This design comes from an exercise in tuning for small area and a short achievable clock period on the open sky130 flow, not from production work.
Where RTL was checked, it was by simulation tests only, not by an equivalence proof against the original.
For runs 1 to 3, only the layout was checked, not whether the RTL still works.
No activity file was given, so power comes from the tool's default toggle rates.

$ cat flow/config.mk
export PLATFORM = sky130hd
export DESIGN_NAME = melody_player
export DESIGN_NICKNAME = melody_player
export VERILOG_FILES = /design/flow/design.v
export SDC_FILE = /design/flow/constraint.sdc
export NUM_CORES = 4
export LEC_CHECK = 0
export CAP_MARGIN = 20
export CORE_MARGIN = 2
export CORE_UTILIZATION = 40
export SLEW_MARGIN = 20
export SYNTH_HIERARCHICAL = 1
export SYNTH_MINIMUM_KEEP_SIZE = 0
$ cat flow/design.v
module melody_player_rcell (
    input  logic s,
    input  logic sn,
    input  logic a,
    input  logic b,
    output logic y
);
    assign y = ~((sn | a) & (s | b));
endmodule
module melody_player #(
    parameter int  NOTES    = 32,
    parameter int  HP_W     = 20,
    parameter int  DUR_W    = 16,
    parameter int  TICK_DIV = 16,
    parameter int  GAP_W    = 16,
    localparam int AW       = $clog2(NOTES)
) (
    input  logic             clk,
    input  logic             rst_n,
    input  logic             enable,
    input  logic             mode_loop,
    input  logic             octave_down,
    input  logic [AW:0]      seq_len,
    input  logic [GAP_W-1:0] gap_ticks,
    input  logic             wr_en,
    input  logic [AW-1:0]    wr_addr,
    input  logic [HP_W-1:0]  wr_half,
    input  logic [DUR_W-1:0] wr_dur,
    output logic             tone,
    output logic             busy,
    output logic [AW-1:0]    step,
    output logic             done
);
    localparam int PW = $clog2(TICK_DIV);
    localparam int MW = HP_W + DUR_W;
    localparam int RL = 15;
    logic [HP_W-1:0] hm_in;
    always_comb begin
        for (int i = 0; i < HP_W; i++)
            hm_in[i] = wr_half[i] ^ ~(|(wr_half & HP_W'((1 << i) - 1)));
    end
    logic [MW-1:0] wd;
    assign wd = {hm_in, wr_dur};
    logic [MW-1:0] mem0, mem16;
    always_ff @(posedge clk) begin
        if (wr_en && wr_addr == 5'd0)  mem0  <= wd;
        if (wr_en && wr_addr == 5'd16) mem16 <= wd;
    end
    logic [RL-1:0][MW-1:0] ra;
    logic [RL-1:0][MW-1:0] rb;
    logic [3:0]    q;         
    logic [3:0] wpos;
    always_comb begin
        case ({wr_addr[3:0], q})
            8'h00: wpos = 4'd1;
            8'h01: wpos = 4'd2;
            8'h02: wpos = 4'd3;
            8'h03: wpos = 4'd4;
            8'h04: wpos = 4'd5;
            8'h05: wpos = 4'd6;
            8'h06: wpos = 4'd7;
            8'h07: wpos = 4'd8;
            8'h08: wpos = 4'd9;
            8'h09: wpos = 4'd10;
            8'h0a: wpos = 4'd11;
            8'h0b: wpos = 4'd12;
            8'h0c: wpos = 4'd13;
            8'h0d: wpos = 4'd14;
            8'h0e: wpos = 4'd0;
            8'h0f: wpos = 4'd1;
            8'h10: wpos = 4'd2;
            8'h11: wpos = 4'd3;
            8'h12: wpos = 4'd4;
            8'h13: wpos = 4'd5;
            8'h14: wpos = 4'd6;
            8'h15: wpos = 4'd7;
            8'h16: wpos = 4'd8;
            8'h17: wpos = 4'd9;
            8'h18: wpos = 4'd10;
            8'h19: wpos = 4'd11;
            8'h1a: wpos = 4'd12;
            8'h1b: wpos = 4'd13;
            8'h1c: wpos = 4'd14;
            8'h1d: wpos = 4'd0;
            8'h1e: wpos = 4'd1;
            8'h1f: wpos = 4'd2;
            8'h20: wpos = 4'd3;
            8'h21: wpos = 4'd4;
            8'h22: wpos = 4'd5;
            8'h23: wpos = 4'd6;
            8'h24: wpos = 4'd7;
            8'h25: wpos = 4'd8;
            8'h26: wpos = 4'd9;
            8'h27: wpos = 4'd10;
            8'h28: wpos = 4'd11;
            8'h29: wpos = 4'd12;
            8'h2a: wpos = 4'd13;
            8'h2b: wpos = 4'd14;
            8'h2c: wpos = 4'd0;
            8'h2d: wpos = 4'd1;
            8'h2e: wpos = 4'd2;
            8'h2f: wpos = 4'd3;
            8'h30: wpos = 4'd4;
            8'h31: wpos = 4'd5;
            8'h32: wpos = 4'd6;
            8'h33: wpos = 4'd7;
            8'h34: wpos = 4'd8;
            8'h35: wpos = 4'd9;
            8'h36: wpos = 4'd10;
            8'h37: wpos = 4'd11;
            8'h38: wpos = 4'd12;
            8'h39: wpos = 4'd13;
            8'h3a: wpos = 4'd14;
            8'h3b: wpos = 4'd0;
            8'h3c: wpos = 4'd1;
            8'h3d: wpos = 4'd2;
            8'h3e: wpos = 4'd3;
            8'h3f: wpos = 4'd4;
            8'h40: wpos = 4'd5;
            8'h41: wpos = 4'd6;
            8'h42: wpos = 4'd7;
            8'h43: wpos = 4'd8;
            8'h44: wpos = 4'd9;
            8'h45: wpos = 4'd10;
            8'h46: wpos = 4'd11;
            8'h47: wpos = 4'd12;
            8'h48: wpos = 4'd13;
            8'h49: wpos = 4'd14;
            8'h4a: wpos = 4'd0;
            8'h4b: wpos = 4'd1;
            8'h4c: wpos = 4'd2;
            8'h4d: wpos = 4'd3;
            8'h4e: wpos = 4'd4;
            8'h4f: wpos = 4'd5;
            8'h50: wpos = 4'd6;
            8'h51: wpos = 4'd7;
            8'h52: wpos = 4'd8;
            8'h53: wpos = 4'd9;
            8'h54: wpos = 4'd10;
            8'h55: wpos = 4'd11;
            8'h56: wpos = 4'd12;
            8'h57: wpos = 4'd13;
            8'h58: wpos = 4'd14;
            8'h59: wpos = 4'd0;
            8'h5a: wpos = 4'd1;
            8'h5b: wpos = 4'd2;
            8'h5c: wpos = 4'd3;
            8'h5d: wpos = 4'd4;
            8'h5e: wpos = 4'd5;
            8'h5f: wpos = 4'd6;
            8'h60: wpos = 4'd7;
            8'h61: wpos = 4'd8;
            8'h62: wpos = 4'd9;
            8'h63: wpos = 4'd10;
            8'h64: wpos = 4'd11;
            8'h65: wpos = 4'd12;
            8'h66: wpos = 4'd13;
            8'h67: wpos = 4'd14;
            8'h68: wpos = 4'd0;
            8'h69: wpos = 4'd1;
            8'h6a: wpos = 4'd2;
            8'h6b: wpos = 4'd3;
            8'h6c: wpos = 4'd4;
            8'h6d: wpos = 4'd5;
            8'h6e: wpos = 4'd6;
            8'h6f: wpos = 4'd7;
            8'h70: wpos = 4'd8;
            8'h71: wpos = 4'd9;
            8'h72: wpos = 4'd10;
            8'h73: wpos = 4'd11;
            8'h74: wpos = 4'd12;
            8'h75: wpos = 4'd13;
            8'h76: wpos = 4'd14;
            8'h77: wpos = 4'd0;
            8'h78: wpos = 4'd1;
            8'h79: wpos = 4'd2;
            8'h7a: wpos = 4'd3;
            8'h7b: wpos = 4'd4;
            8'h7c: wpos = 4'd5;
            8'h7d: wpos = 4'd6;
            8'h7e: wpos = 4'd7;
            8'h7f: wpos = 4'd8;
            8'h80: wpos = 4'd9;
            8'h81: wpos = 4'd10;
            8'h82: wpos = 4'd11;
            8'h83: wpos = 4'd12;
            8'h84: wpos = 4'd13;
            8'h85: wpos = 4'd14;
            8'h86: wpos = 4'd0;
            8'h87: wpos = 4'd1;
            8'h88: wpos = 4'd2;
            8'h89: wpos = 4'd3;
            8'h8a: wpos = 4'd4;
            8'h8b: wpos = 4'd5;
            8'h8c: wpos = 4'd6;
            8'h8d: wpos = 4'd7;
            8'h8e: wpos = 4'd8;
            8'h8f: wpos = 4'd9;
            8'h90: wpos = 4'd10;
            8'h91: wpos = 4'd11;
            8'h92: wpos = 4'd12;
            8'h93: wpos = 4'd13;
            8'h94: wpos = 4'd14;
            8'h95: wpos = 4'd0;
            8'h96: wpos = 4'd1;
            8'h97: wpos = 4'd2;
            8'h98: wpos = 4'd3;
            8'h99: wpos = 4'd4;
            8'h9a: wpos = 4'd5;
            8'h9b: wpos = 4'd6;
            8'h9c: wpos = 4'd7;
            8'h9d: wpos = 4'd8;
            8'h9e: wpos = 4'd9;
            8'h9f: wpos = 4'd10;
            8'ha0: wpos = 4'd11;
            8'ha1: wpos = 4'd12;
            8'ha2: wpos = 4'd13;
            8'ha3: wpos = 4'd14;
            8'ha4: wpos = 4'd0;
            8'ha5: wpos = 4'd1;
            8'ha6: wpos = 4'd2;
            8'ha7: wpos = 4'd3;
            8'ha8: wpos = 4'd4;
            8'ha9: wpos = 4'd5;
            8'haa: wpos = 4'd6;
            8'hab: wpos = 4'd7;
            8'hac: wpos = 4'd8;
            8'had: wpos = 4'd9;
            8'hae: wpos = 4'd10;
            8'haf: wpos = 4'd11;
            8'hb0: wpos = 4'd12;
            8'hb1: wpos = 4'd13;
            8'hb2: wpos = 4'd14;
            8'hb3: wpos = 4'd0;
            8'hb4: wpos = 4'd1;
            8'hb5: wpos = 4'd2;
            8'hb6: wpos = 4'd3;
            8'hb7: wpos = 4'd4;
            8'hb8: wpos = 4'd5;
            8'hb9: wpos = 4'd6;
            8'hba: wpos = 4'd7;
            8'hbb: wpos = 4'd8;
            8'hbc: wpos = 4'd9;
            8'hbd: wpos = 4'd10;
            8'hbe: wpos = 4'd11;
            8'hbf: wpos = 4'd12;
            8'hc0: wpos = 4'd13;
            8'hc1: wpos = 4'd14;
            8'hc2: wpos = 4'd0;
            8'hc3: wpos = 4'd1;
            8'hc4: wpos = 4'd2;
            8'hc5: wpos = 4'd3;
            8'hc6: wpos = 4'd4;
            8'hc7: wpos = 4'd5;
            8'hc8: wpos = 4'd6;
            8'hc9: wpos = 4'd7;
            8'hca: wpos = 4'd8;
            8'hcb: wpos = 4'd9;
            8'hcc: wpos = 4'd10;
            8'hcd: wpos = 4'd11;
            8'hce: wpos = 4'd12;
            8'hcf: wpos = 4'd13;
            8'hd0: wpos = 4'd14;
            8'hd1: wpos = 4'd0;
            8'hd2: wpos = 4'd1;
            8'hd3: wpos = 4'd2;
            8'hd4: wpos = 4'd3;
            8'hd5: wpos = 4'd4;
            8'hd6: wpos = 4'd5;
            8'hd7: wpos = 4'd6;
            8'hd8: wpos = 4'd7;
            8'hd9: wpos = 4'd8;
            8'hda: wpos = 4'd9;
            8'hdb: wpos = 4'd10;
            8'hdc: wpos = 4'd11;
            8'hdd: wpos = 4'd12;
            8'hde: wpos = 4'd13;
            8'hdf: wpos = 4'd14;
            8'he0: wpos = 4'd0;
            8'he1: wpos = 4'd1;
            8'he2: wpos = 4'd2;
            8'he3: wpos = 4'd3;
            8'he4: wpos = 4'd4;
            8'he5: wpos = 4'd5;
            8'he6: wpos = 4'd6;
            8'he7: wpos = 4'd7;
            8'he8: wpos = 4'd8;
            8'he9: wpos = 4'd9;
            8'hea: wpos = 4'd10;
            8'heb: wpos = 4'd11;
            8'hec: wpos = 4'd12;
            8'hed: wpos = 4'd13;
            8'hee: wpos = 4'd14;
            8'hef: wpos = 4'd0;
            8'hf0: wpos = 4'd1;
            8'hf1: wpos = 4'd2;
            8'hf2: wpos = 4'd3;
            8'hf3: wpos = 4'd4;
            8'hf4: wpos = 4'd5;
            8'hf5: wpos = 4'd6;
            8'hf6: wpos = 4'd7;
            8'hf7: wpos = 4'd8;
            8'hf8: wpos = 4'd9;
            8'hf9: wpos = 4'd10;
            8'hfa: wpos = 4'd11;
            8'hfb: wpos = 4'd12;
            8'hfc: wpos = 4'd13;
            8'hfd: wpos = 4'd14;
            8'hfe: wpos = 4'd0;
            8'hff: wpos = 4'd1;
            default: wpos = 4'd0;
        endcase
    end
    logic          pv;
    logic [AW-1:0] pa;
    logic [MW-1:0] pd;
    logic [RL-1:0] hit_a, hit_b;
    always_ff @(posedge clk) begin
        pv <= wr_en && (wr_addr[3:0] != 4'd0);
        pa <= wr_addr;
        pd <= wd;
        for (int p = 0; p < RL; p++) begin
            hit_a[p] <= wr_en && (wr_addr[3:0] != 4'd0) && !wr_addr[4] && (wpos == 4'(p));
            hit_b[p] <= wr_en && (wr_addr[3:0] != 4'd0) &&  wr_addr[4] && (wpos == 4'(p));
        end
    end
    logic [RL-1:0][MW-1:0] na;
    logic [RL-1:0][MW-1:0] nb;
    assign na[0] = hit_a[0] ? pd : ra[RL-1];
    assign nb[0] = hit_b[0] ? pd : rb[RL-1];
    for (genvar gp = 1; gp < RL; gp++) begin : g_pos
        for (genvar gi = 0; gi < MW; gi++) begin : g_bit
            logic wi, ba, bb, ya, yb;
            assign wi = (gp % 2) ? pd[gi] : !pd[gi];
            assign ba = ra[gp-1][gi];
            assign bb = rb[gp-1][gi];
            melody_player_rcell ca (.s(hit_a[gp]), .sn(!hit_a[gp]), .a(wi), .b(ba), .y(ya));
            melody_player_rcell cb (.s(hit_b[gp]), .sn(!hit_b[gp]), .a(wi), .b(bb), .y(yb));
            assign na[gp][gi] = ya;
            assign nb[gp][gi] = yb;
        end
    end
    always_ff @(posedge clk) begin
        q <= (q >= 4'd14) ? 4'd0 : q + 4'd1;
        ra <= na;
        rb <= nb;
    end
    logic [3:0] tap_l;
    assign tap_l = ~q;
    logic             busy_r, gap_r, hold_r;
    logic [AW-1:0]    step_r;
    logic             tone_r, done_r;
    logic [PW-1:0]    presc;
    logic [HP_W:0]    hreload;   
    logic [HP_W:0]    hcnt;      
    logic             rest;      
    logic [DUR_W-1:0] cnt;       
    logic [MW-1:0]    pn;        
    logic [AW-1:0] tgt;
    assign tgt = step_r + AW'(1);
    always_ff @(posedge clk) begin
        if (wr_en && wr_addr == tgt)
            pn <= wd;
        else if (pv && pa == tgt)
            pn <= pd;
        else if (tgt[3:0] == 4'd0)
            pn <= mem16;
        else if (tgt[3:0] == tap_l)
            pn <= tgt[4] ? rb[RL-1] : ra[RL-1];
    end
    logic playing, idle, tick, last, step_end, adv, gap_nz, gap_done;
    assign playing  = busy_r && !gap_r;
    assign idle     = !busy_r && !hold_r;
    assign tick     = (presc == PW'(TICK_DIV - 1));
    assign last     = (cnt[DUR_W-1:1] == '0);
    assign step_end = playing && tick && last;
    assign adv      = !(&step_r) && ({1'b0, tgt} < seq_len);
    assign gap_nz   = (gap_ticks != '0);
    assign gap_done = (cnt >= gap_ticks);
    logic [MW-1:0]    ent;
    logic [HP_W-1:0]  ent_hm;
    logic [DUR_W-1:0] ent_dur;
    logic [HP_W:0]    ent_h;
    assign ent     = (playing && adv) ? pn : mem0;
    assign ent_hm  = ent[MW-1:DUR_W];
    assign ent_dur = ent[DUR_W-1:0];
    assign ent_h   = octave_down ? {ent_hm, 1'b1} : {1'b0, ent_hm};
    logic load;
    assign load = !playing || step_end;
    logic hz;
    assign hz = (hcnt == '0);
    always_ff @(posedge clk) begin
        presc <= busy_r ? presc + PW'(1) : '0;
        if (load) begin
            hreload <= ent_h;
            hcnt    <= ent_h;
            rest    <= &ent_hm;
        end else begin
            hcnt    <= hz ? hreload : hcnt - (HP_W+1)'(1);
        end
        if (playing) begin
            if (step_end)
                cnt <= (!adv && mode_loop && gap_nz) ? DUR_W'(1) : ent_dur;
            else if (tick)
                cnt <= cnt - DUR_W'(1);
        end else if (gap_r && busy_r) begin
            if (tick)
                cnt <= gap_done ? ent_dur : cnt + DUR_W'(1);
        end else begin
            cnt <= ent_dur;
        end
        gap_r <= busy_r ? (gap_r ? !(tick && gap_done) : (step_end && !adv && mode_loop && gap_nz))
                        : 1'b0;
    end
    always_ff @(posedge clk or negedge rst_n) begin
        if (!rst_n) begin
            busy_r <= 1'b0;
            hold_r <= 1'b0;
            step_r <= '0;
            tone_r <= 1'b0;
            done_r <= 1'b0;
        end else if (!enable) begin
            busy_r <= 1'b0;
            hold_r <= 1'b0;
            step_r <= '0;
            tone_r <= 1'b0;
            done_r <= 1'b0;
        end else begin
            done_r <= step_end && !adv && !mode_loop;
            if (idle) begin
                busy_r <= 1'b1;
                step_r <= '0;
                tone_r <= 1'b0;
            end else if (playing) begin
                tone_r <= !step_end && !rest && (tone_r ^ hz);
                if (step_end) begin
                    if (adv)
                        step_r <= tgt;
                    else if (!mode_loop) begin
                        busy_r <= 1'b0;
                        hold_r <= 1'b1;
                    end else if (!gap_nz)
                        step_r <= '0;
                end
            end else if (busy_r) begin
                tone_r <= 1'b0;
                if (tick && gap_done)
                    step_r <= '0;
            end
        end
    end
    assign tone = tone_r;
    assign busy = busy_r;
    assign step = step_r;
    assign done = done_r;
endmodule
$ cat flow/constraint.sdc
create_clock -name core_clock -period 6.0 [get_ports {clk}]
set_input_delay 1.2000 -clock core_clock [delete_from_list [all_inputs] [get_ports {clk}]]
set_output_delay 1.2000 -clock core_clock [all_outputs]
set_load 0.01 [all_outputs]
$ cat flow/run.sh
#!/bin/bash
# synth_recipe.tcl (not shown) runs the flow's synth.tcl, then flattens the netlist and writes it again
# the make line also repeats each setting of config.mk as NAME=value (left out here)
make -C /OpenROAD-flow-scripts/flow DESIGN_CONFIG=/design/flow/config.mk WORK_HOME=/design/flow/orfs CLKGATE_MAP_FILE= SYNTH_SCRIPT=/design/flow/synth_recipe.tcl finish
==> results of run 1 <==
-- cells in the final DEF, fill, tap and decap left out, types with 9 or more instances in the layout --
cell / n
edfxtp_1: 146
nand3_1: 25
dfxtp_2: 31
nand4_1: 19
clkinv_2: 22
inv_1: 103
nand2b_1: 15
or3_1: 10
clkbuf_1: 30
xnor2_1: 40
ha_1: 44
and3_1: 12
buf_4: 93
clkinv_1: 27
clkbuf_8: 23
a31oi_1: 10
dfxtp_1: 1151
clkdlybuf4s50_1: 75
nor3_1: 31
mux2i_1: 92
clkbuf_16: 139
o21ai_0: 53
mux2_2: 81
nand2_1: 82
dfrtp_1: 9
a21o_1: 10
a211oi_1: 42
nor4_1: 12
nor2_1: 162
a21oi_1: 98
o22ai_1: 1009
xor2_1: 38
o221ai_1: 14
-- per-module statistics from Yosys, one instance, submodules excluded --
module / times used / flip-flops and latches
melody_player: 1 / 1337
melody_player_rcell: 1008 / 0
-- logic make-up (layout without fill, tap and decap cells) --
family | Yosys count | in the layout | share of synthesized area
mux | 177 | 177 | 0.0453
buf+inv | 222 | 538 | 0.0204
fa+ha+maj | 45 | 45 | 0.0133
compound gates | 1304 | 1304 | 0.194
flops | 1337 | 1337 | 0.665
simple gates | 412 | 412 | 0.0458
xor+xnor | 78 | 78 | 0.0161
-- metrics by stage --
step	hold slack (ns)	worst slack, ns
finish	0.408	2.00
global route	0.403	1.80
CTS	0.397	2.04
detailed placement	0.407	1.35
global placement	0.403	1.41
floorplan	0.402	1.24
-- final timing paths --
| check | end | cells past startpoint |
|---|---|---|
| worst max-delay path | pn[21] | 10 |
| worst min-delay path | rb[257] | 1 |
| worst max register to register | pn[21] | 10 |
| worst min register to register | rb[257] | 1 |
| max in group asynchronous | step_r[3] | 1 |
| min in group asynchronous | tone_r | 1 |
-- area by class of cell --
type	instances	area, sq um	area share
flip-flops and latches	1337	28300	0.568
inverters	130	488	0.00978
multi-input cells	2016	13400	0.269
repair buffers	172	1520	0.0305
well taps	1391	1740	0.0349
clock inverters	44	499	0.0100
clock buffers	192	3910	0.0784
-- flip-flops by register name, indices dropped and copies added, names as in the netlist --
name     flops
busy_r       1
cnt         16
done_r       1
gap_r        1
hcnt        21
hit_a       15
hit_b       15
hold_r       1
hreload     21
mem0        36
mem16       36
pa           5
pd          36
pn          36
presc        4
pv           1
q            4
ra         540
rb         540
rest         1
step_r       5
tone_r       1
-- synth_stat cells (10+ instances only) --
master / n
dfxtp_1: 1182
o22ai_1: 1009
nor2_1: 164
edfxtp_1: 146
inv_1: 129
a21oi_1: 98
mux2i_1: 92
nand2_1: 82
mux2_2: 81
clkbuf_1: 62
o21ai_0: 53
ha_1: 45
a211oi_1: 42
xnor2_1: 40
xor2_1: 38
nor3_1: 32
nand3_1: 26
nand4_1: 19
buf_2: 15
nand2b_1: 15
o221ai_1: 14
buf_1: 13
and3_1: 12
nor4_1: 12
a21o_1: 10
a31oi_1: 10
or3_1: 10
-- per-layer routing --
layer / GRT usage / vias to the layer above / share of wire
li1: - / 14200 / -
met1: 0.324 / 15500 / 0.42
met2: 0.395 / 1333 / 0.46
met3: 0.0539 / 315 / 0.084
met4: 0.0860 / 0 / 0.032
met5: 0 / - / 0
-- worst max-delay path, cell delays in order (launching register included) --
cell and delay, ns:
dfrtp_1 0.53, ha_1 0.38, and3_1 0.21, ha_4 0.62
xnor2_1 0.18, nand4_1 0.13, nor3_2 0.79, buf_12 0.34
a211oi_1 0.07, a21oi_1 0.26, a21oi_1 0.13
-- power groups by stage --
stage / Combinational [mW] / Sequential, mW / Clock (mW)
after floorplan: 1.98 / 12.8 / 0
after global placement: 2.63 / 13.0 / 0
after detailed placement: 2.71 / 13.0 / 0
after CTS: 2.74 / 12.9 / 8.38
after global routing: 3.06 / 13.2 / 8.75
final: 2.80 / 12.9 / 8.30
==> run summary, run 1 <==
Via density=around 5.9; Ys Warns=7; worst min-delay path category=reg2reg; insertion delay to the later sink of the worst-skew pair=between 0.7 and 0.8 ns; Min-Delay Startpoint=rb[221]; clock skew=just under 0.02 ns; share of layout cells above drive strength 1=0.114; syn_area_per_cell=11.9 sq um; Placer Congestion=about 0.86; Detail Route Antenna Nets=0; Clock transition at path regs=0.06 ns; post-CTS setup buffer count=0; die width=roughly 330 um; Setup CP Type=reg2reg; DP Cell Count=5045; VDD IR max=between 0.3 and 0.4 mV; Setup Total Neg Slack=0 ns; Clock Tree Buf Depth=3; RSZ-0062 raised after global routing=no; Syn-to-layout area delta=17.4%; part of the power in registers=0.538; Logic pwr share=0.116; WP data arrival=approximately 4.5 ns; die height=roughly 330 um; final worst path period share=0.667; post-synthesis net count=roughly 3700; Max-cap violations=0; Syn Inst Count=about 3600; final-report hold violation count=0; filler instances=9391; Sink Count=1337; DRT Wirelength=~140 mm; Clock power frac=0.345; Starting Density=0.404; H-tree levels=4; Rows=roughly 120; post-route insts no fill=5282; vias in the first global route=between 30000 and 40000; fmax=250 MHz; Hold-fix buffers, CTS=0; switching power=a little under 6 mW; Worst setup EP type=flip-flop; Yosys top cell area share=0.557; total power=between 20 and 25 mW; Slew Limit Fails=0; Worst-Margin Slew=1.16 ns; worst path required time=about 6.4 ns; critical-path maximum fanout=64; CP startpoint kind=flip-flop; cts repair resizes=0; gr usage total=0.245; via count=31400; status=no timing/DRC/antenna violations; Setup crit start=step_r[0]; residual DRC count=0; Final Net Count=3902; crit path time final=about 4 ns; Yosys reg bits=around 1300; headroom to the max-slew limit=0.220; Synth cell types=between 60 and 70; total grt overflow=0; sw frac=0.242; Core Area=around 110000 sq um; die area=~110000 sq um; I/O Buffers=76; drt wl/cell=about 26 um; post-synth top area cell=dfxtp_1; initial antenna violation count=1; Synth Cell Area=42500 sq um; Area contributors post-synth=dfxtp_1 56%, o22ai_1 15%, edfxtp_1 10%, mux2i_1 2.2%, mux2_2 2.1%; Placed Area=45400 sq um; first-pass GRT wire length=199 mm; final instance area=49900 sq um; TritonCTS buffer count=roughly 130; CTS tree=done; ys async rst share=0.00673; post-layout util=0.474; DRT Pass-1 Iters=7; Post-synth EDFFs=around 150; RR Startpoint=step_r[0]; antenna fix cells=0; root buf cell=clkbuf_16; Post-synth top flop=dfxtp_1; total internal power=~18 mW; I/O pin count=77; pwr dens=between 400 and 500 nW/um^2; Static Leakage=around 19 nW; DP HPWL=75.3 mm; initial DRC count=around 3000; FF-to-FF setup slack=around 2.0 ns; setup violators final=0; Seq/Total Area, Yosys=0.665; pin count of the biggest net entering global routing=70
==> run 2, diff against run 1 <==
--- a/flow/config.mk
+++ b/flow/config.mk
@@ -10,2 +10,3 @@
 export CORE_UTILIZATION = 40
+export SETUP_SLACK_MARGIN = 3.0
 export SLEW_MARGIN = 20
==> run summary, run 2 <==
worst path required time=4.80 ns (-1.64 ns); Syn-to-layout area delta=20.7%; post-layout util=0.487 (+0.0134); RSZ-0062 raised after global routing=yes; switching power=5.96 mW (+2.4%); Crit-path slowest cell=clkdlybuf4s50_1; filler instances=9305 (-0.92%); post-route insts no fill=5340 (+1.1%); initial antenna violation count=0 (-1); Clock power frac=0.345 (about the same); CP Cell Sequence=clkdlybuf4s50_1; Area contributors post-synth=dfxtp_1 56%, o22ai_1 15%, edfxtp_1 10%, mux2i_1 2.2%, mux2_2 2.1%; Static Leakage=19.5 nW (+2.9%); die width=330 um (unchanged); commonest cells after routing, fill and taps aside=1148 x dfxtp_1, 1009 x o22ai_1, 158 x nor2_1; VDD IR max=0.316 mV (+5.0%); clock skew=0.0282 ns (+0.00862 ns); Post-Place Worst Slack=1.54 ns (+0.182 ns); I/O Buffers=76 (unchanged); CP startpoint kind=flip-flop; Seq/Total Area, Yosys=0.665 (unchanged); Placed Area=45700 sq um (+0.55%); top cells by count, synth=1182 x dfxtp_1, 1009 x o22ai_1, 164 x nor2_1; largest stage delay on the critical path=0.59 ns (-0.20 ns); Clock transition at path regs=0.06 ns (about the same); I/O pin count=77 (unchanged); final instance area=51300 sq um (+2.8%); Sink Count=1337 (unchanged); Core Area=105000 sq um (unchanged); largest registers=ra: 540 flops, rb: 540 flops; Worst setup EP type=output port; fmax=337 MHz (+35%); critical-path maximum fanout=3 (-95%); total grt overflow=0 (unchanged); ys async rst share=0.00673 (unchanged); Syn Inst Count=3575 (unchanged); DP Cell Count=5048 (+0.059%); Post-synth top flop=dfxtp_1; Top Family by Delay on Critical Path=buffers and inverters; Worst-Margin Slew=0.940 ns (-0.223 ns); Synth cell types=68 (unchanged); FF-to-FF setup slack=3.05 ns (+1.05 ns); via count=32200 (+2.5%); part of the power in registers=0.536 (-0.002); Via density=6.02 (+1.4%); DP HPWL=79.4 mm (+5.4%); share of layout cells above drive strength 1=0.150 (+0.0366); total internal power=18.3 mW (+0.53%); post-synth top area cell=dfxtp_1; syn_area_per_cell=11.9 sq um (unchanged); status=no timing/DRC/antenna violations; DRT Pass-1 Iters=6 (-1); antenna fix cells=0 (unchanged); final-report hold violation count=0 (unchanged); gr usage total=0.253 (+0.00870); die area=109000 sq um (unchanged); Synth Cell Area=42500 sq um (unchanged); Setup CP Type=reg2out; initial DRC count=3076 (+0.85%); insertion delay to the later sink of the worst-skew pair=0.75 ns (about the same); Final WS setup=3.03 ns (+1.04 ns); first-pass GRT wire length=205 mm (+2.8%); final worst path period share=0.495 (-0.173); Final Net Count=3958 (+1.4%); pin count of the biggest net entering global routing=70 (unchanged); commonest non-fill, non-tap cell in the layout=dfxtp_1; H-tree levels=4 (unchanged); Slew Limit Fails=0 (unchanged); CTS tree=done; pwr dens=473 nW/um^2 (-1.8%); Max-cap violations=0 (unchanged); die height=330 um (unchanged); DRT Wirelength=143 mm (+5.3%); top-count cell post-synth=dfxtp_1; Starting Density=0.404 (unchanged); Detail Route Antenna Nets=0 (unchanged); Rows=119 (unchanged); Post-synth EDFFs=146 (unchanged); crit path time final=2.97 ns (-1.04 ns); Ys Warns=7 (unchanged); Clock Tree Buf Depth=3 (unchanged); vias in the first global route=30500 (+0.68%); worst path bufs/invs=1 (unchanged); TritonCTS buffer count=133 (+1.5%); headroom to the max-slew limit=0.373 (+0.153); sw frac=0.246 (+0.00339); Yosys reg bits=1337 (unchanged); worst min-delay path category=reg2reg; WP data arrival=1.77 ns (-2.68 ns); Placer Congestion=0.861 (about the same); Setup Total Neg Slack=0 ns (unchanged); post-synthesis net count=3689 (unchanged); Yosys top cell area share=0.557 (unchanged); drt wl/cell=26.8 um (+4.2%); Logic pwr share=0.119 (+0.003); root buf cell=clkbuf_16; residual DRC count=0 (unchanged); setup violators final=0 (unchanged)
## run 2: changes by cell type in the layout (fill, tap and decap cells not counted), moves of 7 or more
cell             change
buf_4               +31
mux2i_1             -21
clkinv_1            -14
clkdlybuf4s50_1     -13
mux2i_2             +11
mux2i_4             +10
o221ai_1            -10
o221ai_2            +10
buf_12               +7
dlymetal6s2s_1       +7
ha_1                 -7
## run 2: kinds of logic after synthesis
logic type      Yosys count  share of synthesized area
simple gates            412                     0.0458
mux                     177                     0.0453
flops                  1337                      0.665
fa+ha+maj                45                     0.0133
compound gates         1304                      0.194
xor+xnor                 78                     0.0161
buf+inv                 222                     0.0204
## run 2: final cells by class
type | instances | area, sq um | area share
Clock buffer | 202 | 4010 | 0.0781
Inverter | 130 | 515 | 0.0101
Tap cell | 1391 | 1740 | 0.0339
Sequential cell | 1337 | 28300 | 0.552
Clock inverter | 38 | 444 | 0.00866
Multi-Input combinational cell | 2017 | 14000 | 0.274
Timing Repair Buffer | 225 | 2200 | 0.0430
## run 2: routing by layer
| metal | GRT usage | routed length (um) | up-vias |
|---|---|---|---|
| met5 | 0 | 0 | - |
| met4 | 0.0944 | 5840 | 0 |
| met3 | 0.0428 | 10900 | 329 |
| li1 | - | - | 14300 |
| met1 | 0.348 | 61700 | 16100 |
| met2 | 0.402 | 64900 | 1461 |
## run 2: Yosys stat by module, one instance, submodules excluded
module | flops+latches | times used | cells | area [sq um]
melody_player | 1337 | 1 | 2567 | 36200
melody_player_rcell | 0 | 1008 | 1 | 6.26
## run 2: power by group through the flow
stage	sequential, mW	combinational [mW]	clock (mW)
final	13.0	2.90	8.37
after global routing	13.2	3.15	8.79
after CTS	13.0	2.81	8.43
after detailed placement	13.1	2.74	0
after global placement	13.1	2.68	0
after floorplan	12.8	2.01	0
## run 2: final timing paths
| kind | start | to | depth (start not counted) |
|---|---|---|---|
| max | step_r[4] | step[4] | 1 |
| max reg2reg | step_r[0] | pn[2] | 11 |
| min in group asynchronous | rst_n | done_r | 1 |
| min | ra[156] | ra[192] | 1 |
| min reg2reg | ra[156] | ra[192] | 1 |
| max in group asynchronous | rst_n | step_r[1] | 1 |
## run 2: worst register-to-register path, delay by kind of cell (launching register included)
kind / cells / cell delay, ns
and+or+nand+nor: 3 / 0.58
xor gates and xnor gates: 1 / 0.17
buffers and inverters: 2 / 0.31
DFF: 1 / 0.45
AOI/OAI and AO/OA: 3 / 0.67
adders and majority gates: 2 / 0.50
## run 2: through the flow
stage	hold slack, ns	power [mW]
floorplan	0.402	14.9
global placement	0.403	15.8
detailed placement	0.407	15.9
CTS	0.397	24.2
global route	0.408	25.2
finish	0.395	24.3
## run 2: repair_timing
item / in CTS / in global routing
endpoints found under the hold margin: 0 / 0
resized for setup: 85 / 60
endpoints found under the setup margin: 233 / 194
hold buffers: 0 / 0
pin swaps: 16 / 18
cloned: 4 / 5
setup buffers: 29 / 14
==> run 3, diff against run 2 <==
==> flow/flow/run.sh (new file) <==
#!/bin/bash
# Layout flow: the standard ORFS flow (standard.sh), with the port
# buffers that buffer_ports inserts made of plain buffers (buf_2) rather than
# the delay cells it picks by default. Everything else is the standard flow.
set -euo pipefail
export BUFFER_PORTS_ARGS="-buffer_cell sky130_fd_sc_hd__buf_2"
bash standard.sh > flow_standard.log 2>&1
==> flow/standard.sh (new file) <==
#!/bin/bash
# synth_recipe.tcl (not shown) runs the flow's synth.tcl, then flattens the netlist and writes it again
# the make line also repeats each setting of config.mk as NAME=value (left out here)
make -C /OpenROAD-flow-scripts/flow DESIGN_CONFIG=/design/flow/config.mk WORK_HOME=/design/flow/orfs CLKGATE_MAP_FILE= SYNTH_SCRIPT=/design/flow/synth_recipe.tcl "${@:-finish}"
--- a/flow/config.mk
+++ b/flow/config.mk
@@ -10,3 +10,3 @@
 export CORE_UTILIZATION = 40
-export SETUP_SLACK_MARGIN = 3.0
+export SETUP_SLACK_MARGIN = 3.4
 export SLEW_MARGIN = 20
removed: flow/run.sh
==> run summary, run 3 <==
final instance area=53300 sq um (+3.9%); post-synth top area cell=dfxtp_1; Core Area=105000 sq um (unchanged); commonest cells after routing, fill and taps aside=1143 x dfxtp_1, 1009 x o22ai_1, 168 x buf_4; final-report hold violation count=0 (unchanged); DRT Wirelength=147 mm (+2.9%); r2r worst-path depth=11 (unchanged); critical-path maximum fanout=5 (+2); Setup CP Type=reg2reg; Area contributors post-synth=dfxtp_1 56%, o22ai_1 15%, edfxtp_1 10%, mux2i_1 2.2%, mux2_2 2.1%; Static Leakage=20.3 nW (+3.7%); ys async rst share=0.00673 (unchanged); VDD IR max=0.315 mV (-0.38%); Clock Tree Buf Depth=3 (unchanged); FF-to-FF setup slack=3.17 ns (+0.12 ns); initial antenna violation count=3 (+3); Via density=6.02 (about the same); worst path required time=6.44 ns (+1.64 ns); switching power=6.03 mW (+1.2%); Yosys top cell area share=0.557 (unchanged); final worst path period share=0.471 (-0.0235); Worst-Margin Slew=1.10 ns (+0.165 ns); CTS tree=done; Seq/Total Area, Yosys=0.665 (unchanged); post-layout util=0.506 (+0.0188); syn_area_per_cell=11.9 sq um (unchanged); H-tree levels=4 (unchanged); sw frac=0.248 (+0.00240); top cells by count, synth=1182 x dfxtp_1, 1009 x o22ai_1, 164 x nor2_1; root buf cell=clkbuf_16; RR Startpoint=step_r[0]; Rows=119 (unchanged); Post-synth EDFFs=146 (unchanged); total internal power=18.3 mW (about the same); I/O pin count=77 (unchanged); top-count cell post-synth=dfxtp_1; I/O Buffers=76 (unchanged); CP startpoint kind=flip-flop; Seq. cell area=28300 sq um (about the same); Detail Route Antenna Nets=0 (unchanged); Syn-to-layout area delta=25.4%; drt wl/cell=27.1 um (+0.98%); total grt overflow=0 (unchanged); worst min-delay path category=in2async; Syn Inst Count=3575 (unchanged); RSZ-0062 raised after global routing=yes; Placed Area=45600 sq um (-0.31%); gr usage total=0.256 (+0.00242); Worst setup EP type=flip-flop; Synth cell types=68 (unchanged); Setup Total Neg Slack=0 ns (unchanged); vias in the first global route=30800 (+1.1%); Placer Congestion=0.847 (-1.7%); share of layout cells above drive strength 1=0.229 (+0.0781); insertion delay to the later sink of the worst-skew pair=0.72 ns (-0.03 ns); largest registers=ra: 540 flops, rb: 540 flops; die area=109000 sq um (unchanged); Clock power frac=0.340 (-0.005); initial DRC count=3260 (+6.0%); Sink Count=1337 (unchanged); DRT Pass-1 Iters=7 (+1); Logic pwr share=0.125 (+0.006); residual DRC count=0 (unchanged); Max-cap violations=0 (unchanged); Reg-to-Reg End=cnt[15]; pin count of the biggest net entering global routing=70 (unchanged); Synth Cell Area=42500 sq um (unchanged); commonest non-fill, non-tap cell in the layout=dfxtp_1; total power=24.3 mW (+0.24%); post-synthesis net count=3689 (unchanged); pwr dens=457 nW/um^2 (-3.5%); Post-synth top flop=dfxtp_1; clock skew=0.0291 ns (+0.000881 ns); WP data arrival=3.27 ns (+1.50 ns); Final Net Count=4055 (+2.5%); TritonCTS buffer count=131 (-1.5%); crit path time final=2.83 ns (-0.141 ns); die width=330 um (unchanged); Yosys reg bits=1337 (unchanged); Clock transition at path regs=0.06 ns (about the same); part of the power in registers=0.535 (about the same); filler instances=9072 (-2.5%); setup violators final=0 (unchanged); first-pass GRT wire length=207 mm (+1.1%); Multi-input gate area=15200 sq um (+8.3%); via count=32800 (+1.9%); DP HPWL=76.5 mm (-3.7%); headroom to the max-slew limit=0.263 (-0.110); Starting Density=0.404 (unchanged); Hold-fix buffers, CTS=0 (unchanged); fmax=354 MHz (+5.0%); die height=330 um (unchanged); Ys Warns=7 (unchanged); status=no timing/DRC/antenna violations; Slew Limit Fails=0 (unchanged)
[run 3: cell counts after synthesis]
No cell type changed its count.
[run 3: cell type report]
cell class,instances,area share
diodes,1,0.0000470
clock buffers,197,0.0726
clock inverters,42,0.00932
inverters,130,0.0103
multi-input cells,2019,0.286
flip-flops and latches,1337,0.532
well taps,1391,0.0327
repair buffers,322,0.0574
[run 3: worst max path at each step]
stage | from | end | depth (start not counted)
6_report | step_r[0] | cnt[15] | 11
5_1_grt | step_r[0] | hreload[3] | 11
4_1_cts | step_r[0] | cnt[0] | 11
3_5_place_dp | wr_addr[0] | hit_b[6] | 8
3_3_place_gp | gap_ticks[11] | cnt[14] | 10
2_1_floorplan | wr_addr[1] | pn[0] | 9
[run 3: Yosys stat by module, one instance, submodules excluded]
module / cells inside / times used / flip-flops and latches / cell area, sq um
melody_player: 2567 / 1 / 1337 / 36200
melody_player_rcell: 1 / 1008 / 0 / 6.26
[run 3: worst max-delay path, cell delays in order, from the launching register on]
cell and delay [ns]:
dfrtp_2 0.42, ha_4 0.17, and3_4 0.15, ha_4 0.22
buf_12 0.13, ha_4 0.25, o21ai_2 0.06, o211ai_1 0.30
buf_4 0.19, clkbuf_16 0.17, mux2i_4 0.31, o221ai_1 0.17
[run 3: cells by family after synthesis]
kind of cell / count (synthesis) / synth area share
AOI/OAI and AO/OA: 1304 / 0.194
xor gates and xnor gates: 78 / 0.0161
adders and majority gates: 45 / 0.0133
buffers and inverters: 222 / 0.0204
DFF: 1337 / 0.665
muxes: 177 / 0.0453
and+or+nand+nor: 412 / 0.0458
[run 3: stage by stage]
stage / setup slack, ns / instances / hold slack (ns)
after CTS: 3.17 / 5361 / 0.277
after global routing: 3.07 / 5438 / 0.309
after detailed placement: 1.95 / 5045 / 0.407
after global placement: 1.95 / 5042 / 0.403
final: 3.17 / 5439 / 0.318
after floorplan: 1.95 / 3575 / 0.402
[run 3: what timing repair did]
action,in CTS,in global routing
endpoints found under the hold margin,0,0
endpoints found under the setup margin,234,190
gates resized for setup,164,236
pin swaps,37,71
cloned,12,16
buffers inserted,65,61
[run 3: per-layer routing]
layer / vias up / wire (um) / track usage / share of wire
li1: 14500 / - / - / -
met1: 16400 / 61100 / 0.345 / 0.41
met2: 1504 / 69000 / 0.414 / 0.47
met3: 315 / 11900 / 0.0461 / 0.081
met4: 2 / 5380 / 0.0862 / 0.036
met5: - / 9 / 0 / 0.000061
[run 3: power groups by stage]
stage | clock network (mW) | logic, mW | registers (mW)
floorplan | 0 | 2.03 | 12.8
global placement | 0 | 2.63 | 13.1
detailed placement | 0 | 2.71 | 13.1
CTS | 8.32 | 2.84 | 13.0
global route | 8.69 | 3.30 | 13.3
finish | 8.27 | 3.04 | 13.0
==> run 4, diff against run 3 <==
--- a/flow/design.v
+++ b/flow/design.v
@@ -9,2 +9,11 @@
 endmodule
+module melody_player_rcell0 (
+    input  logic s,
+    input  logic sn,
+    input  logic a,
+    input  logic b,
+    output logic y
+);
+    assign y = (sn | a) & (s | b);
+endmodule
 module melody_player #(
@@ -328,4 +337,11 @@
     logic [RL-1:0][MW-1:0] nb;
-    assign na[0] = hit_a[0] ? pd : ra[RL-1];
-    assign nb[0] = hit_b[0] ? pd : rb[RL-1];
+    for (genvar gi = 0; gi < MW; gi++) begin : g_bit0
+        logic ba, bb, ya, yb;
+        assign ba = ra[RL-1][gi];
+        assign bb = rb[RL-1][gi];
+        melody_player_rcell0 ca (.s(hit_a[0]), .sn(!hit_a[0]), .a(pd[gi]), .b(ba), .y(ya));
+        melody_player_rcell0 cb (.s(hit_b[0]), .sn(!hit_b[0]), .a(pd[gi]), .b(bb), .y(yb));
+        assign na[0][gi] = ya;
+        assign nb[0][gi] = yb;
+    end
     for (genvar gp = 1; gp < RL; gp++) begin : g_pos
@@ -358,4 +374,3 @@
     logic [MW-1:0]    pn;        
-    logic [AW-1:0] tgt;
-    assign tgt = step_r + AW'(1);
+    logic [AW-1:0] tgt;       
     always_ff @(posedge clk) begin
@@ -370,2 +385,3 @@
     end
+    logic tick_r;              
     logic playing, idle, tick, last, step_end, adv, gap_nz, gap_done;
@@ -373,3 +389,3 @@
     assign idle     = !busy_r && !hold_r;
-    assign tick     = (presc == PW'(TICK_DIV - 1));
+    assign tick     = tick_r;
     assign last     = (cnt[DUR_W-1:1] == '0);
@@ -393,2 +409,3 @@
         presc <= busy_r ? presc + PW'(1) : '0;
+        tick_r <= busy_r && (presc == PW'(TICK_DIV - 2));
         if (load) begin
@@ -419,2 +436,3 @@
             step_r <= '0;
+            tgt    <= AW'(1);
             tone_r <= 1'b0;
@@ -425,2 +443,3 @@
             step_r <= '0;
+            tgt    <= AW'(1);
             tone_r <= 1'b0;
@@ -432,2 +451,3 @@
                 step_r <= '0;
+                tgt    <= AW'(1);
                 tone_r <= 1'b0;
@@ -436,4 +456,6 @@
                 if (step_end) begin
-                    if (adv)
+                    if (adv) begin
                         step_r <= tgt;
+                        tgt    <= tgt + AW'(1);
+                    end
                     else if (!mode_loop) begin
@@ -441,4 +463,6 @@
                         hold_r <= 1'b1;
-                    end else if (!gap_nz)
+                    end else if (!gap_nz) begin
                         step_r <= '0;
+                        tgt    <= AW'(1);
+                    end
                 end
@@ -446,4 +470,6 @@
                 tone_r <= 1'b0;
-                if (tick && gap_done)
+                if (tick && gap_done) begin
                     step_r <= '0;
+                    tgt    <= AW'(1);
+                end
             end
==> flow/flow/run.sh (replaced) <==
#!/bin/bash
# Layout flow: the standard ORFS flow (standard.sh) with two changes:
#  - buffer_ports makes the port buffers of plain buffers (buf_2) rather than
#    the delay cells it picks by default;
#  - half and full adder cells are not used, so synthesis leaves adders as
#    plain gates for abc (as ORFS does when those cells are on DONT_USE_CELLS).
# The make output goes to flow_standard.log; ORFS's own logs are under orfs/logs.
set -euo pipefail
export BUFFER_PORTS_ARGS="-buffer_cell sky130_fd_sc_hd__buf_2"
export DONT_USE_CELLS="sky130_fd_sc_hd__ha_1 sky130_fd_sc_hd__ha_2 sky130_fd_sc_hd__ha_4 sky130_fd_sc_hd__fa_1 sky130_fd_sc_hd__fa_2 sky130_fd_sc_hd__fa_4"
bash standard.sh > flow_standard.log 2>&1
--- a/flow/config.mk
+++ b/flow/config.mk
@@ -9,4 +9,6 @@
 export CORE_MARGIN = 2
-export CORE_UTILIZATION = 40
-export SETUP_SLACK_MARGIN = 3.4
+export CORE_UTILIZATION = 60
+export CTS_CLUSTER_DIAMETER = 80
+export CTS_CLUSTER_SIZE = 24
+export SETUP_SLACK_MARGIN = 3.5
 export SLEW_MARGIN = 20
==> run summary, run 4 <==
top cells by count, synth=1183 x dfxtp_1, 1013 x o22ai_1, 146 x edfxtp_1; Hold Worst Slack=0.402 ns (+0.0845 ns); gr usage total=0.363 (+0.107); Final Net Count=3994 (-1.5%); status=no timing/DRC/antenna violations; initial DRC count=3507 (+7.6%); I/O pin count=77 (unchanged); final instance area=50200 sq um (-5.8%); switching power=5.40 mW (-10%); Worst-Margin Slew=1.14 ns (+0.0307 ns); Detail Route Antenna Nets=0 (unchanged); fmax=334 MHz (-5.4%); initial antenna violation count=3 (unchanged); residual DRC count=0 (unchanged); DRT Pass-1 Iters=5 (-2); Syn Inst Count=3582 (+0.20%); setup violators final=0 (unchanged); H-tree levels=3 (-1); part of the power in registers=0.616 (+0.081); Synth cell types=75 (+10%); Ys Warns=7 (unchanged); share of layout cells above drive strength 1=0.176 (-0.0528); Post-synth EDFFs=146 (unchanged); Static Leakage=18.8 nW (-7.2%); Syn-to-layout area delta=17.3%; Setup Total Neg Slack=0 ns (unchanged); Clock Tree Buf Depth=3 (unchanged); Placed Area=45200 sq um (-0.85%); worst path bufs/invs=4 (+1); worst min-delay path category=reg2reg; top-count cell post-synth=dfxtp_1; vias in the first global route=32300 (+4.8%); Logic pwr share=0.147 (+0.022); Clock power frac=0.236 (-0.104); Synth Cell Area=42800 sq um (+0.68%); Top Family by Delay on Critical Path=compound AO/OA/AOI/OAI gates; headroom to the max-slew limit=0.242 (-0.0205); Starting Density=0.609 (+0.205); crit path time final=2.99 ns (+0.162 ns); I/O Buffers=76 (unchanged); final-report hold violation count=0 (unchanged); pwr dens=420 nW/um^2 (-8.0%); die width=271 um (-18%); clock skew=0.0427 ns (+0.0136 ns); Yosys top cell area share=0.554 (-0.00328); largest stage delay on the critical path=0.51 ns (+0.09 ns); pin count of the biggest net entering global routing=73 (+4.3%); Crit-path slowest cell=mux4_2; total internal power=15.7 mW (-14%); sw frac=0.256 (+0.00801); root buf cell=clkbuf_16; Placer Congestion=0.895 (+5.7%); Core Area=70300 sq um (-33%); Post-synth top flop=dfxtp_1; final worst path period share=0.498 (+0.0270); DP HPWL=76.3 mm (-0.17%); Setup CP Type=in2reg; Seq/Total Area, Yosys=0.664 (-0.00105); Rows=97 (-18%); CP startpoint kind=primary input; critical-path maximum fanout=5 (unchanged); RSZ-0062 raised after global routing=yes; via count=33400 (+1.9%); commonest non-fill, non-tap cell in the layout=dfxtp_1; ys async rst share=0.0104 (+0.00369); Sink Count=1343 (+0.45%); Via density=6.89 (+14%); post-layout util=0.714 (+0.208); die area=73500 sq um (-33%); CP Cell Sequence=buf_2 > inv_1 > ha_2 > o21ai_0 > nor2_2 > o221a_4 > nor2_4 > buf_12 > buf_16 > mux4_2 > a21bo_2; syn_area_per_cell=11.9 sq um (+0.48%); Worst setup EP type=flip-flop; Slew Limit Fails=0 (unchanged); worst path required time=6.53 ns (+0.09 ns); Area contributors post-synth=dfxtp_1 55%, o22ai_1 15%, edfxtp_1 10%, o22a_1 1.5%, ha_1 1.3%; VDD IR max=0.319 mV (+1.3%); total grt overflow=0 (unchanged); CTS tree=done; die height=271 um (-18%); commonest cells after routing, fill and taps aside=1155 x dfxtp_1, 1013 x o22ai_1, 179 x buf_4; DRT Wirelength=141 mm (-4.6%); post-synth top area cell=dfxtp_1; first-pass GRT wire length=203 mm (-1.7%); TritonCTS buffer count=68 (-48%); drt wl/cell=29.0 um (+7.2%); Yosys reg bits=1343 (+0.45%); insertion delay to the later sink of the worst-skew pair=0.65 ns (-0.07 ns); post-synthesis net count=3697 (+0.22%); largest registers=ra: 540 flops, rb: 540 flops; Max-cap violations=0 (unchanged); WP data arrival=3.52 ns (+0.25 ns); Clock transition at path regs=0.09 ns (+0.03 ns)
-- run 4: changes by cell type after synthesis, moves of 14 or more --
cell and delta:
mux4_2 +17, nor2b_1 +14, nor2_1 -61, a21oi_1 -37, nor4_1 +36, o21ai_0 +25, o211ai_1 +17, mux2i_1 -35
o22a_1 +72, mux2_2 -70
-- run 4: kinds of logic (layout without fill, tap and decap cells) --
family          count (synthesis)  count (layout)  synth area share
compound gates               1398            1401             0.212
flops                        1343            1343             0.664
simple gates                  412             418            0.0485
buf+inv                       225             532            0.0201
mux                            91              91            0.0280
xor+xnor                       67              67            0.0137
fa+ha+maj                      46              46            0.0135
other cells                     0               3                 0
-- run 4: routing by layer --
layer  vias up  share of wire  GRT usage
met5         -        0.00011          0
met4         2          0.041      0.144
met3       421          0.098     0.0841
met2      1849           0.47      0.593
met1     16600           0.39      0.469
li1      14500              -          -
-- run 4: final timing paths --
path	startpoint	slack (ns)	cells after the start	to
worst max-delay path	seq_len[3]	3.01	11	hcnt[4]
worst min-delay path	ra[396]	0.40	1	ra[432]
worst max register to register	tgt[3]	3.06	9	hcnt[4]
worst min register to register	ra[396]	0.40	1	ra[432]
max in group asynchronous	rst_n	5.24	1	tgt[0]
min in group asynchronous	rst_n	0.47	1	step_r[0]
-- run 4: power groups by stage --
stage,Sequential (mW),Combinational [mW],Clock [mW]
after global placement,13.1,2.62,0
after floorplan,12.8,2.07,0
after global routing,13.2,3.37,5.32
after detailed placement,13.1,2.76,0
final,13.0,3.11,4.99
after CTS,13.0,2.93,5.01
-- run 4: layout make-up --
class	instances	area, sq um
Inverter	134	592
Multi-Input combinational cell	2023	15300
Timing Repair Buffer	309	2720
Antenna cell	3	7.51
Clock buffer	78	1770
Clock inverter	11	141
Sequential cell	1343	28500
Tap cell	940	1180
Fill cell	4938	20100
-- run 4: Yosys stat by module (local to each module, per instance) --
module                flops+latches  times used  area (sq um)
melody_player_rcell0              0          72          8.76
melody_player                  1343           1         35800
melody_player_rcell               0        1008          6.26
-- run 4: metrics by stage --
step | cells | worst slack [ns] | power [mW]
after floorplan | 3582 | 2.66 | 14.9
after global placement | 4596 | 1.83 | 15.7
after detailed placement | 4596 | 1.81 | 15.9
after CTS | 4783 | 3.07 | 20.9
after global routing | 4840 | 2.95 | 21.9
final | 4841 | 3.01 | 21.1
-- run 4: what timing repair did --
action | 4_1_cts | 5_1_grt
cloned | 10 | 7
hold buffers | 0 | 0
buffers inserted | 88 | 47
pin swaps | 58 | 69
gates resized for setup | 205 | 130
setup endpoints to repair | 253 | 201
==> run 5, diff against run 4 <==
--- a/flow/config.mk
+++ b/flow/config.mk
@@ -9,3 +9,3 @@
 export CORE_MARGIN = 2
-export CORE_UTILIZATION = 60
+export CORE_UTILIZATION = 40
 export CTS_CLUSTER_DIAMETER = 80
==> run summary, run 5 <==
headroom to the max-slew limit=0.220 (-0.0223); I/O Buffers=76 (unchanged); Clock transition at path regs=0.09 ns (about the same); Yosys top cell area share=0.554 (unchanged); Sink Count=1343 (unchanged); ys async rst share=0.0104 (unchanged); share of layout cells above drive strength 1=0.179 (+0.00355); Post-Place Worst Slack=1.77 ns (-0.0337 ns); post-synth top area cell=dfxtp_1; DRT Pass-1 Iters=6 (+1); Area contributors post-synth=dfxtp_1 55%, o22ai_1 15%, edfxtp_1 10%, o22a_1 1.5%, ha_1 1.3%; M2 GR Usage=0.417 (-0.176); Post-synth EDFFs=146 (unchanged); die height=331 um (+22%); worst path required time=6.54 ns (about the same); FF-to-FF setup slack=3.11 ns (+0.05 ns); Syn Inst Count=3582 (unchanged); H-tree levels=3 (unchanged); status=no timing/DRC/antenna violations; initial antenna violation count=3 (unchanged); pwr dens=414 nW/um^2 (-1.5%); die area=110000 sq um (+49%); residual DRC count=0 (unchanged); Via density=6.10 (-11%); Worst-Margin Slew=1.17 ns (+0.0347 ns); worst min-delay path category=reg2reg; Setup crit start=seq_len[4]; DRT Wirelength=140 mm (-0.32%); Starting Density=0.405 (-0.204); fmax=341 MHz (+2.1%); Final Net Count=4005 (+0.28%); Setup Total Neg Slack=0 ns (unchanged); TritonCTS buffer count=69 (+1.5%); top cells by count, synth=1183 x dfxtp_1, 1013 x o22ai_1, 146 x edfxtp_1; Setup CP Type=in2reg; hold endpoint=ra[301]; Max-cap violations=0 (unchanged); Hold-fix buffers, CTS=0 (unchanged); GR Util met3=0.0327 (-0.0513); commonest cells after routing, fill and taps aside=1147 x dfxtp_1, 1013 x o22ai_1, 185 x buf_4; via count=32400 (-3.0%); vias in the first global route=30200 (-6.6%); VDD IR max=0.215 mV (-33%); critical-path maximum fanout=5 (unchanged); Placer Congestion=0.849 (-5.1%); CP startpoint kind=primary input; Final WS setup=3.07 ns (+0.0603 ns); crit path time final=2.93 ns (-0.0603 ns); insertion delay to the later sink of the worst-skew pair=0.66 ns (about the same); Rows=119 (+23%); CTS tree=done; RSZ-0062 raised after global routing=yes; Detail Route Antenna Nets=0 (unchanged); pin count of the biggest net entering global routing=74 (+1.4%); Synth cell types=75 (unchanged); top-count cell post-synth=dfxtp_1; DP HPWL=78.4 mm (+2.7%); gr usage total=0.244 (-0.119); Hold Path Depth=1 (unchanged); Min-Delay Startpoint=ra[265]; total grt overflow=0 (unchanged); commonest non-fill, non-tap cell in the layout=dfxtp_1; met1 Usage GRT=0.324 (-0.145); die width=331 um (+22%); largest registers=ra: 540 flops, rb: 540 flops; GR peak layer=met2; Post-synth top flop=dfxtp_1; drt wl/cell=26.4 um (-9.0%); Worst setup EP type=flip-flop; syn_area_per_cell=11.9 sq um (unchanged); WP data arrival=3.47 ns (-0.05 ns); Synth Cell Area=42800 sq um (unchanged); setup violators final=0 (unchanged); Reg-to-Reg End=hcnt[11]; Slew Limit Fails=0 (unchanged); initial DRC count=3018 (-14%); Seq/Total Area, Yosys=0.664 (unchanged); Syn-to-layout area delta=18.9%; Ys Warns=7 (unchanged); root buf cell=clkbuf_16; Core Area=106000 sq um (+50%); I/O pin count=77 (unchanged); first-pass GRT wire length=201 mm (-1.1%); Static Leakage=18.9 nW (+0.32%); r2r worst-path depth=6 (-3); final worst path period share=0.488 (-0.0100); clock skew=0.0312 ns (-0.0116 ns); final-report hold violation count=0 (unchanged); Yosys reg bits=1343 (unchanged); RR Startpoint=hcnt[6]; Clock Tree Buf Depth=3 (unchanged); post-synthesis net count=3697 (unchanged)
-- run 5: worst max-delay path by stage --
| stage | endpoint | slack [ns] | cells past startpoint |
|---|---|---|---|
| after floorplan | cnt[0] | 2.66 | 9 |
| after global placement | cnt[0] | 1.75 | 9 |
| after detailed placement | cnt[0] | 1.77 | 9 |
| after CTS | hcnt[11] | 3.08 | 6 |
| after global routing | hcnt[6] | 3.02 | 7 |
| final | hcnt[4] | 3.07 | 10 |
-- run 5: Yosys stat by module, one instance, submodules excluded --
module                times used  area, sq um  cells
melody_player_rcell         1008         6.26      1
melody_player                  1        35800   2502
melody_player_rcell0          72         8.76      1
-- run 5: routing by layer --
layer,vias up,wire (um)
li1,14600,-
met1,16300,58600
met2,1248,68400
met3,231,9330
met4,0,3780
met5,-,0
-- run 5: area by class of cell --
type,count,area (sq um)
clock buffer,81,1840
clock inverter,10,118
timing repair buffer,318,2960
sequential,1343,28500
fill,9328,54800
inverter,134,606
tap,1391,1740
antenna,3,7.51
multi-input combinational,2024,15100
-- run 5: cells by family after synthesis --
kind of cell | share of synthesized area
AND/OR/NAND/NOR | 0.0485
buffers and inverters | 0.0201
AO/OA/AOI/OAI | 0.212
flip-flops | 0.664
adder cells (fa/ha/maj) | 0.0135
multiplexers | 0.0280
XOR/XNOR | 0.0137
-- run 5: where the power goes --
group | internal [mW] | switching [mW] | leakage, nW | total [mW]
clock network | 2.22 | 2.89 | 0.957 | 5.11
logic | 1.58 | 1.49 | 6.30 | 3.07
registers | 12.0 | 0.924 | 11.6 | 12.9
-- run 5: repair_timing --
| item | 4_1_cts | 5_1_grt |
|---|---|---|
| endpoints found under the setup margin | 375 | 207 |
| resized for setup | 199 | 120 |
| pin swaps | 67 | 61 |
| cloned | 14 | 7 |
| buffers inserted | 79 | 52 |
-- run 5: stage by stage --
step	hold slack, ns	power (mW)	utilization	cell area, sq um	cells
2_1_floorplan	0.402	14.9	-	43500	3582
3_3_place_gp	0.403	15.7	0.434	45800	5057
6_report	0.389	21.1	0.481	50900	5304
3_5_place_dp	0.407	15.8	0.434	45900	5058
4_1_cts	0.385	21.0	0.470	49700	5242
5_1_grt	0.386	21.9	0.481	50900	5304
-- run 5: worst max-delay path, stage by stage --
cell	delay, ns
buf_8	0.08
inv_6	0.03
ha_4	0.14
or4_4	0.53
o221a_4	0.29
nor2_4	0.23
buf_12	0.15
buf_16	0.11
mux4_2	0.50
a21bo_2	0.20
==> run 6, diff against run 5 <==
==> flow/flow/run.sh (replaced) <==
#!/bin/bash
# Layout flow: the standard ORFS flow (standard.sh) with two changes:
#  - buffer_ports makes the port buffers of plain buffers (buf_2) rather than
#    the delay cells it picks by default;
#  - the half and full adder cells join the platform's DONT_USE_CELLS, so
#    synthesis leaves adders as plain gates for abc (ORFS's own behaviour when
#    those cells are on the list) and no later step places them.
# The make output goes to flow_standard.log; ORFS's own logs are under orfs/logs.
set -euo pipefail
export BUFFER_PORTS_ARGS="-buffer_cell sky130_fd_sc_hd__buf_2"
PLATFORM_DONT_USE="sky130_fd_sc_hd__probe_p_8 sky130_fd_sc_hd__probec_p_8 sky130_fd_sc_hd__lpflow_bleeder_1 sky130_fd_sc_hd__lpflow_clkbufkapwr_1 sky130_fd_sc_hd__lpflow_clkbufkapwr_16 sky130_fd_sc_hd__lpflow_clkbufkapwr_2 sky130_fd_sc_hd__lpflow_clkbufkapwr_4 sky130_fd_sc_hd__lpflow_clkbufkapwr_8 sky130_fd_sc_hd__lpflow_clkinvkapwr_1 sky130_fd_sc_hd__lpflow_clkinvkapwr_16 sky130_fd_sc_hd__lpflow_clkinvkapwr_2 sky130_fd_sc_hd__lpflow_clkinvkapwr_4 sky130_fd_sc_hd__lpflow_clkinvkapwr_8 sky130_fd_sc_hd__lpflow_decapkapwr_12 sky130_fd_sc_hd__lpflow_decapkapwr_3 sky130_fd_sc_hd__lpflow_decapkapwr_4 sky130_fd_sc_hd__lpflow_decapkapwr_6 sky130_fd_sc_hd__lpflow_decapkapwr_8 sky130_fd_sc_hd__lpflow_inputiso0n_1 sky130_fd_sc_hd__lpflow_inputiso0p_1 sky130_fd_sc_hd__lpflow_inputiso1n_1 sky130_fd_sc_hd__lpflow_inputiso1p_1 sky130_fd_sc_hd__lpflow_inputisolatch_1 sky130_fd_sc_hd__lpflow_isobufsrc_1 sky130_fd_sc_hd__lpflow_isobufsrc_16 sky130_fd_sc_hd__lpflow_isobufsrc_2 sky130_fd_sc_hd__lpflow_isobufsrc_4 sky130_fd_sc_hd__lpflow_isobufsrc_8 sky130_fd_sc_hd__lpflow_isobufsrckapwr_16 sky130_fd_sc_hd__lpflow_lsbuf_lh_hl_isowell_tap_1 sky130_fd_sc_hd__lpflow_lsbuf_lh_hl_isowell_tap_2 sky130_fd_sc_hd__lpflow_lsbuf_lh_hl_isowell_tap_4 sky130_fd_sc_hd__lpflow_lsbuf_lh_isowell_4 sky130_fd_sc_hd__lpflow_lsbuf_lh_isowell_tap_1 sky130_fd_sc_hd__lpflow_lsbuf_lh_isowell_tap_2 sky130_fd_sc_hd__lpflow_lsbuf_lh_isowell_tap_4"
ADDERS="sky130_fd_sc_hd__ha_1 sky130_fd_sc_hd__ha_2 sky130_fd_sc_hd__ha_4 sky130_fd_sc_hd__fa_1 sky130_fd_sc_hd__fa_2 sky130_fd_sc_hd__fa_4"
bash standard.sh "DONT_USE_CELLS=$PLATFORM_DONT_USE $ADDERS" finish > flow_standard.log 2>&1
==> run summary, run 6 <==
Setup Total Neg Slack=0 ns (unchanged); post-synthesis net count=3603 (-2.5%); insertion delay to the later sink of the worst-skew pair=0.65 ns (about the same); critical-path maximum fanout=5 (unchanged); Hold Path Depth=1 (unchanged); via count=31300 (-3.3%); final-report hold violation count=0 (unchanged); setup violators final=0 (unchanged); switching power=4.94 mW (-6.8%); r2r worst-path depth=10 (+4); Setup CP Type=in2reg; DRT Wirelength=134 mm (-4.5%); Final Net Count=3881 (-3.1%); share of layout cells above drive strength 1=0.159 (-0.0201); total power=20.3 mW (-3.8%); worst path bufs/invs=3 (-1); VDD IR max=0.232 mV (+7.9%); Syn Inst Count=3534 (-1.3%); Reg-to-Reg End=cnt[6]; initial DRC count=2791 (-7.5%); die height=328 um (-0.90%); sw frac=0.244 (-0.00775); Crit-path slowest cell=maj3_2; Critical Path End=step_r[4]; Hold-fix buffers, CTS=0 (unchanged); top cells by count, synth=1183 x dfxtp_1, 1021 x o22ai_1, 146 x edfxtp_1; WP data arrival=3.23 ns (-0.24 ns); CP Depth=11 (+1); Post-synth top flop=dfxtp_1; Synth cell types=81 (+8.0%); root buf cell=clkbuf_16; CTS tree=done; Worst setup EP type=flip-flop; Clock transition at path regs=0.09 ns (about the same); Max-cap violations=0 (unchanged); first-pass GRT wire length=195 mm (-3.1%); CP Cell Sequence=buf_12 > nor3b_4 > o2bb2ai_2 > maj3_2 > maj3_2 > a41o_1 > nor3_4 > buf_6 > buf_16 > mux2i_1 > nor2b_1; ys async rst share=0.0104 (unchanged); residual DRC count=0 (unchanged); DRT Pass-1 Iters=5 (-1); worst path required time=6.54 ns (about the same); part of the power in registers=0.624 (+0.012); syn_area_per_cell=11.9 sq um (-0.48%); Post-Place Worst Slack=2.31 ns (+0.540 ns); Top Family by Delay on Critical Path=adder cells; H-tree levels=3 (unchanged); RR Startpoint=cnt[13]; Setup crit start=gap_ticks[13]; gr usage total=0.239 (-0.00533); pin count of the biggest net entering global routing=74 (unchanged); filler instances=9276 (-0.56%); Worst-Margin Slew=1.01 ns (-0.164 ns); largest stage delay on the critical path=0.34 ns (-0.19 ns); TritonCTS buffer count=66 (-4.3%); Yosys reg bits=1343 (unchanged); vias in the first global route=29400 (-2.5%); FF-to-FF setup slack=3.33 ns (+0.22 ns); Starting Density=0.405 (about the same); total grt overflow=0 (unchanged); I/O pin count=77 (unchanged); Logic pwr share=0.132 (-0.014); final worst path period share=0.449 (-0.0395); Core Area=104000 sq um (-1.8%); Ys Warns=7 (unchanged); commonest non-fill, non-tap cell in the layout=dfxtp_1; Slew Limit Fails=0 (unchanged); top-count cell post-synth=dfxtp_1; initial antenna violation count=4 (+1); Hold Worst Slack=0.407 ns (+0.0188 ns); Final WS setup=3.31 ns (+0.237 ns); Via density=6.00 (-1.6%); CP startpoint kind=primary input; Clock Tree Buf Depth=3 (unchanged); Post-synth EDFFs=146 (unchanged); RSZ-0062 raised after global routing=yes; drt wl/cell=25.7 um (-2.8%); Rows=118 (-0.84%); I/O Buffers=76 (unchanged); Clock power frac=0.244 (+0.002); antenna fix cells=0 (-3); post-synth top area cell=dfxtp_1; Sink Count=1343 (unchanged); Critical Path Most Common Cell=maj3_2; DP HPWL=77.9 mm (-0.67%); Seq/Total Area, Yosys=0.677 (+0.0122); die width=328 um (-0.90%); worst min-delay path category=reg2reg; final instance area=49200 sq um (-3.3%); largest registers=ra: 540 flops, rb: 540 flops; status=no timing/DRC/antenna violations; clock skew=0.0188 ns (-0.0123 ns); fmax=371 MHz (+8.8%); Synth Cell Area=42000 sq um (-1.8%); pwr dens=412 nW/um^2 (-0.53%); Placed Area=44900 sq um (-2.1%); Static Leakage=18.3 nW (-2.8%); Placer Congestion=0.874 (+2.9%); crit path time final=2.69 ns (-0.237 ns); die area=108000 sq um (-1.8%); Area contributors post-synth=dfxtp_1 56%, o22ai_1 15%, edfxtp_1 10%, mux2i_1 2.3%, o22a_1 1.5%; Detail Route Antenna Nets=0 (unchanged); Syn-to-layout area delta=17.2%; Yosys top cell area share=0.564 (+0.0102); commonest cells after routing, fill and taps aside=1148 x dfxtp_1, 1017 x o22ai_1, 174 x buf_4; headroom to the max-slew limit=0.325 (+0.105); total internal power=15.3 mW (-2.8%)
==> run 6: metal layers <==
| metal | routed length (um) | track usage | up-vias |
|---|---|---|---|
| met2 | 64600 | 0.404 | 1158 |
| met5 | 32 | 0 | - |
| met4 | 2850 | 0.0588 | 6 |
| li1 | - | - | 14200 |
| met3 | 8870 | 0.0346 | 210 |
| met1 | 57500 | 0.322 | 15700 |
==> run 6: through the flow <==
step | utilization | std cells
floorplan | - | 3534
global route | 0.474 | 5212
global placement | 0.433 | 4999
detailed placement | 0.433 | 4999
finish | 0.474 | 5212
CTS | 0.463 | 5155
==> run 6: final cells by class <==
type | instances | area, sq um | area share
tap | 1380 | 1730 | 0.0351
multi-input combinational | 2011 | 14200 | 0.288
clock inverter | 4 | 38.8 | 0.000788
sequential | 1343 | 28500 | 0.579
timing repair buffer | 295 | 2560 | 0.0519
inverter | 91 | 383 | 0.00778
clock buffer | 84 | 1810 | 0.0369
timing repair inverter | 4 | 65.1 | 0.00132
==> run 6: power groups by stage <==
| stage | registers [mW] | clock network, mW | logic, mW |
|---|---|---|---|
| 6_report | 12.6 | 4.96 | 2.67 |
| 5_1_grt | 12.9 | 5.32 | 2.93 |
| 4_1_cts | 12.6 | 5.01 | 2.55 |
| 3_5_place_dp | 12.8 | 0 | 2.45 |
| 3_3_place_gp | 12.8 | 0 | 2.37 |
| 2_1_floorplan | 12.6 | 0 | 1.83 |
==> run 6: modules after synthesis, one instance, submodules excluded <==
module / cells / flops+latches
melody_player_rcell0: 1 / 0
melody_player: 2454 / 1343
melody_player_rcell: 1 / 0
==> run 6: worst min path at each step <==
stage / start / to / slack [ns]
floorplan: ra[64] / ra[100] / 0.40
global placement: rb[35] / rb[71] / 0.40
detailed placement: ra[87] / ra[123] / 0.41
CTS: ra[262] / ra[298] / 0.41
global route: ra[293] / ra[329] / 0.41
finish: ra[438] / ra[474] / 0.41
==> run 6: cell families (layout without fill, tap and decap cells) <==
logic type | after synthesis | in the layout | synth area share
DFF | 1343 | 1343 | 0.677
AOI/OAI and AO/OA | 1412 | 1413 | 0.217
and+or+nand+nor | 423 | 429 | 0.0503
buffers and inverters | 187 | 478 | 0.0175
muxes | 99 | 99 | 0.0240
adders and majority gates | 2 | 2 | 0.000477
xor gates and xnor gates | 68 | 68 | 0.0142
==> run 6: what timing repair did <==
item	CTS	global route
gates cloned	14	5
hold endpoints to repair	0	0
gates resized for setup	150	144
pin swaps	51	61
setup buffers	54	52
endpoints found under the setup margin	241	215

Check on run 6: ideal ports give 3.307 ns setup slack; a clkbuf_16 on the clock port and buf_2 on the inputs give 3.332 ns; moving port delays by the midpoint clock arrival (0.712 ns) as well gives 2.621 ns.
